Source: an optimization exercise on an open RTL-to-GDS flow (aim: small area). Production flows keep margins and buffers that such runs may drop. The RTL was checked by simulation tests, not by an equivalence proof against the original design. Power is estimated from default activity; no workload was simulated.

== run B ==
==> module g_tcam_array, before the edit <==
module g_tcam_array #(
    parameter int WIDTH = 32,
    parameter int DEPTH = 32,
    parameter int ADDR_W = $clog2(DEPTH)
) (
    input  logic              clk,
    input  logic              rst,
    input  logic              clr_all,
    input  logic              wr_en,
    input  logic [ADDR_W-1:0] wr_addr,
    input  logic [WIDTH-1:0]  wr_key,
    input  logic [WIDTH-1:0]  wr_mask,
    input  logic              wr_vld,
    input  logic              srch_vld,
    input  logic [WIDTH-1:0]  srch_key,
    output logic              rslt_vld,
    output logic              rslt_hit,
    output logic [ADDR_W-1:0] rslt_addr,
    output logic              rslt_multi,
    output logic [ADDR_W:0]   rslt_cnt
);
    localparam int CNT_W  = ADDR_W + 1;
    logic [WIDTH-1:0]  ok1_q [DEPTH];
    logic [WIDTH-1:0]  ok0_q [DEPTH];
    logic [DEPTH-1:0]  vld_q;
    logic [WIDTH-1:0]  ok1_d, ok0_d;
    logic [DEPTH-1:0]  match_c;
    logic [DEPTH-1:0]  match_q;
    logic              s1_vld_q;
    logic [ADDR_W-1:0] enc_addr;
    logic [CNT_W-1:0]  enc_cnt;
    logic              rslt_vld_q;
    logic [ADDR_W-1:0] rslt_addr_q;
    logic [CNT_W-1:0]  rslt_cnt_q;
    always_comb begin
        ok1_d = wr_mask | wr_key;
        ok0_d = wr_mask | ~wr_key;
        ok1_d[0] = ok1_d[0] & wr_vld;
        ok0_d[0] = ok0_d[0] & wr_vld;
    end
    for (genvar i = 0; i < DEPTH; i++) begin : g_row
        logic             we;
        logic [WIDTH-1:0] ok1_nx, ok0_nx;
        assign we = wr_en && (wr_addr == ADDR_W'(i));
        g_tcam_row_load #(.WIDTH(2 * WIDTH)) u_load (
            .load   (we),
            .hold   (~we),
            .new_d  ({ok1_d, ok0_d}),
            .old_q  ({ok1_q[i], ok0_q[i]}),
            .next_d ({ok1_nx, ok0_nx})
        );
        always_ff @(posedge clk) begin
            ok1_q[i] <= ok1_nx;
            ok0_q[i] <= ok0_nx;
        end
    end
    always_ff @(posedge clk or posedge rst) begin
        if (rst) begin
            vld_q <= '0;
        end else if (clr_all) begin
            vld_q <= '0;
        end else begin
            for (int i = 0; i < DEPTH; i++) begin
                if (wr_en && (wr_addr == ADDR_W'(i))) vld_q[i] <= 1'b1;
            end
        end
    end
    always_comb begin
        for (int i = 0; i < DEPTH; i++) begin
            match_c[i] = vld_q[i] && (((~srch_key | ok1_q[i]) & (srch_key | ok0_q[i])) == '1);
        end
    end
    always_ff @(posedge clk) begin
        match_q <= match_c;
    end
    always_ff @(posedge clk or posedge rst) begin
        if (rst) s1_vld_q <= 1'b0;
        else     s1_vld_q <= srch_vld;
    end
    always_comb begin
        enc_addr = '0;
        enc_cnt  = '0;
        for (int i = DEPTH - 1; i >= 0; i--) begin
            if (match_q[i]) enc_addr = ADDR_W'(i);
        end
        for (int i = 0; i < DEPTH; i++) begin
            enc_cnt = enc_cnt + CNT_W'(match_q[i]);
        end
    end
    always_ff @(posedge clk or posedge rst) begin
        if (rst) begin
            rslt_vld_q  <= 1'b0;
            rslt_addr_q <= '0;
            rslt_cnt_q  <= '0;
        end else begin
            rslt_vld_q  <= s1_vld_q;
            rslt_addr_q <= s1_vld_q ? enc_addr : '0;
            rslt_cnt_q  <= s1_vld_q ? enc_cnt : '0;
        end
    end
    assign rslt_vld   = rslt_vld_q;
    assign rslt_hit   = |rslt_cnt_q;
    assign rslt_addr  = rslt_addr_q;
    assign rslt_multi = |rslt_cnt_q[CNT_W-1:1];
    assign rslt_cnt   = rslt_cnt_q;
endmodule
==> module g_tcam_row_load, before the edit <==
module g_tcam_row_load #(
    parameter int WIDTH = 64
) (
    input  logic             load,
    input  logic             hold,
    input  logic [WIDTH-1:0] new_d,
    input  logic [WIDTH-1:0] old_q,
    output logic [WIDTH-1:0] next_d
);
    assign next_d = (new_d & {WIDTH{load}}) | (old_q & {WIDTH{hold}});
endmodule
Settings: LEC_CHECK=0, ABC_AREA=1, CAP_MARGIN=20, CORE_MARGIN=2, CORE_UTILIZATION=50, PLACE_DENSITY=0.6, SLEW_MARGIN=20, SYNTH_HIERARCHICAL=1, SYNTH_MINIMUM_KEEP_SIZE=0; clock period 6.0 ns.
standard.sh (not shown) runs the stock make flow with config.mk's settings and CLKGATE_MAP_FILE= SYNTH_SCRIPT=/design/flow/synth_recipe.tcl, a recipe that flattens the netlist after the stock synthesis.
==> flow/flow/run.sh <==
#!/bin/bash
# Own layout flow: the standard ORFS flow (standard.sh) with three changes.
#  - Synthesis uses an area-only ABC mapping script (flow/abc_area.script). Flip-flops are
#    mapped before ABC runs, so the registers, their names and cells are the standard ones.
#  - Ports are buffered with buf_1; repair_design sizes them up where needed.
#  - CTS clusters up to 25 sinks per leaf buffer and adds no dummy loads.
set -euo pipefail
W=$(pwd)
S="$W/own_scripts"
rm -rf "$S"
cp -r "$FLOW_HOME/scripts" "$S"
cp "$W/flow/abc_area.script" "$S/abc_area.script"
bash "$W/standard.sh" \
  SCRIPTS_DIR="$S" \
  ABC_AREA=1 \
  BUFFER_PORTS_ARGS="-buffer_cell sky130_fd_sc_hd__buf_1" \
  CTS_ARGS="-sink_clustering_enable -repair_clock_nets -dont_use_dummy_load -sink_clustering_size 25 -sink_clustering_max_diameter 100" \
  finish > "$W/own_flow_make.log" 2>&1
==> flow/flow/abc_area.script <==
strash
dch
amap
strash
dch
amap
topo
Inputs modified between run B and run K:
-- flow/design.v --
<<< run B, line 25
    logic [DEPTH-1:0]  vld_q;
    logic [WIDTH-1:0]  ok1_d, ok0_d;
    logic [DEPTH-1:0]  match_c;
    logic [DEPTH-1:0]  match_q;
    logic              s1_vld_q;
>>> run K, line 25
    logic [DEPTH-1:0]  vld_q;
    logic [WIDTH-1:0]  ok1_d, ok0_d;
    logic [WIDTH-1:0]  ok1_dn, ok0_dn;
    logic [DEPTH-1:0]  match_c;
    logic [WIDTH-1:0]  srch_key_n;
    logic [DEPTH-1:0]  match_q;
    logic              s1_vld_q;
<<< run B, line 33
    logic [ADDR_W-1:0] rslt_addr_q;
    logic [CNT_W-1:0]  rslt_cnt_q;
    always_comb begin
        ok1_d = wr_mask | wr_key;
>>> run K, line 35
    logic [ADDR_W-1:0] rslt_addr_q;
    logic [CNT_W-1:0]  rslt_cnt_q;
    assign srch_key_n = ~srch_key;
    always_comb begin
        ok1_d = wr_mask | wr_key;
<<< run B, line 38
        ok1_d[0] = ok1_d[0] & wr_vld;
        ok0_d[0] = ok0_d[0] & wr_vld;
    end
    for (genvar i = 0; i < DEPTH; i++) begin : g_row
        logic             we;
        logic [WIDTH-1:0] ok1_nx, ok0_nx;
        assign we = wr_en && (wr_addr == ADDR_W'(i));
        g_tcam_row_load #(.WIDTH(2 * WIDTH)) u_load (
            .load   (we),
            .hold   (~we),
            .new_d  ({ok1_d, ok0_d}),
            .old_q  ({ok1_q[i], ok0_q[i]}),
            .next_d ({ok1_nx, ok0_nx})
>>> run K, line 41
        ok1_d[0] = ok1_d[0] & wr_vld;
        ok0_d[0] = ok0_d[0] & wr_vld;
        ok1_dn = ~ok1_d;
        ok0_dn = ~ok0_d;
    end
    for (genvar i = 0; i < DEPTH; i++) begin : g_row
        logic             hold;
        logic [WIDTH-1:0] ok1_nx, ok0_nx;
        assign hold = ~(wr_en && (wr_addr == ADDR_W'(i)));
        g_tcam_row_load #(.WIDTH(2 * WIDTH)) u_load (
            .hold   (hold),
            .new_n  ({ok1_dn, ok0_dn}),
            .old_q  ({ok1_q[i], ok0_q[i]}),
            .next_d ({ok1_nx, ok0_nx})
<<< run B, line 66
        end
    end
    always_comb begin
        for (int i = 0; i < DEPTH; i++) begin
            match_c[i] = vld_q[i] && (((~srch_key | ok1_q[i]) & (srch_key | ok0_q[i])) == '1);
        end
    end
    always_ff @(posedge clk) begin
>>> run K, line 70
        end
    end
    for (genvar i = 0; i < DEPTH; i++) begin : g_ent
        logic [WIDTH/4-1:0] grp_ok;
        for (genvar g = 0; g < WIDTH / 4; g++) begin : g_grp
            g_tcam_match4 u_m4 (
                .s    (srch_key[4*g +: 4]),
                .s_n  (srch_key_n[4*g +: 4]),
                .ok1  (ok1_q[i][4*g +: 4]),
                .ok0  (ok0_q[i][4*g +: 4]),
                .ok   (grp_ok[g])
            );
        end
        assign match_c[i] = vld_q[i] && (&grp_ok);
    end
    always_ff @(posedge clk) begin
<<< run B, line 108
    parameter int WIDTH = 64
) (
    input  logic             load,
    input  logic             hold,
    input  logic [WIDTH-1:0] new_d,
    input  logic [WIDTH-1:0] old_q,
    output logic [WIDTH-1:0] next_d
);
    assign next_d = (new_d & {WIDTH{load}}) | (old_q & {WIDTH{hold}});
endmodule
>>> run K, line 120
    parameter int WIDTH = 64
) (
    input  logic             hold,
    input  logic [WIDTH-1:0] new_n,
    input  logic [WIDTH-1:0] old_q,
    output logic [WIDTH-1:0] next_d
);
    assign next_d = (old_q & {WIDTH{hold}}) | (~new_n & {WIDTH{~hold}});
endmodule
module g_tcam_match4 (
    input  logic [3:0] s,
    input  logic [3:0] s_n,
    input  logic [3:0] ok1,
    input  logic [3:0] ok0,
    output logic       ok
);
    assign ok = &((s_n | ok1) & (s | ok0));
endmodule
Findings:
- Run K reached the final stage; the timing, design-rule and antenna checks on its layout passed.
- The final reports for run K and run B show delay of the slowest critical-path stage higher in the former.
- Summary of the comparison: minimum clock period is lower in run K, relative to run B.
- Critical path depth: run K vs run B identical
- Between run K and run B, the clock-pin slew of the registers on the worst-case setup and hold paths figures differ only marginally.
- Summary of run K over run B: combinational power went down 23%, fmax went up 2.1 MHz.

-- re-timing with driven ports --
How much do the figures lean on ideal ports? The routed layouts below were timed once more, with nothing changed but the port constraints. Step 1 assumes that a clkbuf_16 drives the clock port and a buf_2 every other input. Step 2 times the ports against the registers' clock, not the clock port: input delays grow and output delays shrink by t, the midpoint of the rising clock arrivals with the driver on. Slacks: no drivers / after step 1 / after step 2; pairs: no drivers / after step 1.
run	shift t [ns]	setup WS [ns]	worst setup path at the end	slew at the worst register clock pin (ns)	worst data-port slew with drivers (ns)
run B	0.838	0.847 / 0.847 / 0.847	register to register	0.11 / 0.11	0.18
run K	0.814	0.901 / 0.901 / 0.901	register to register	0.11 / 0.11	0.06
After both steps every run listed still meets setup and hold.
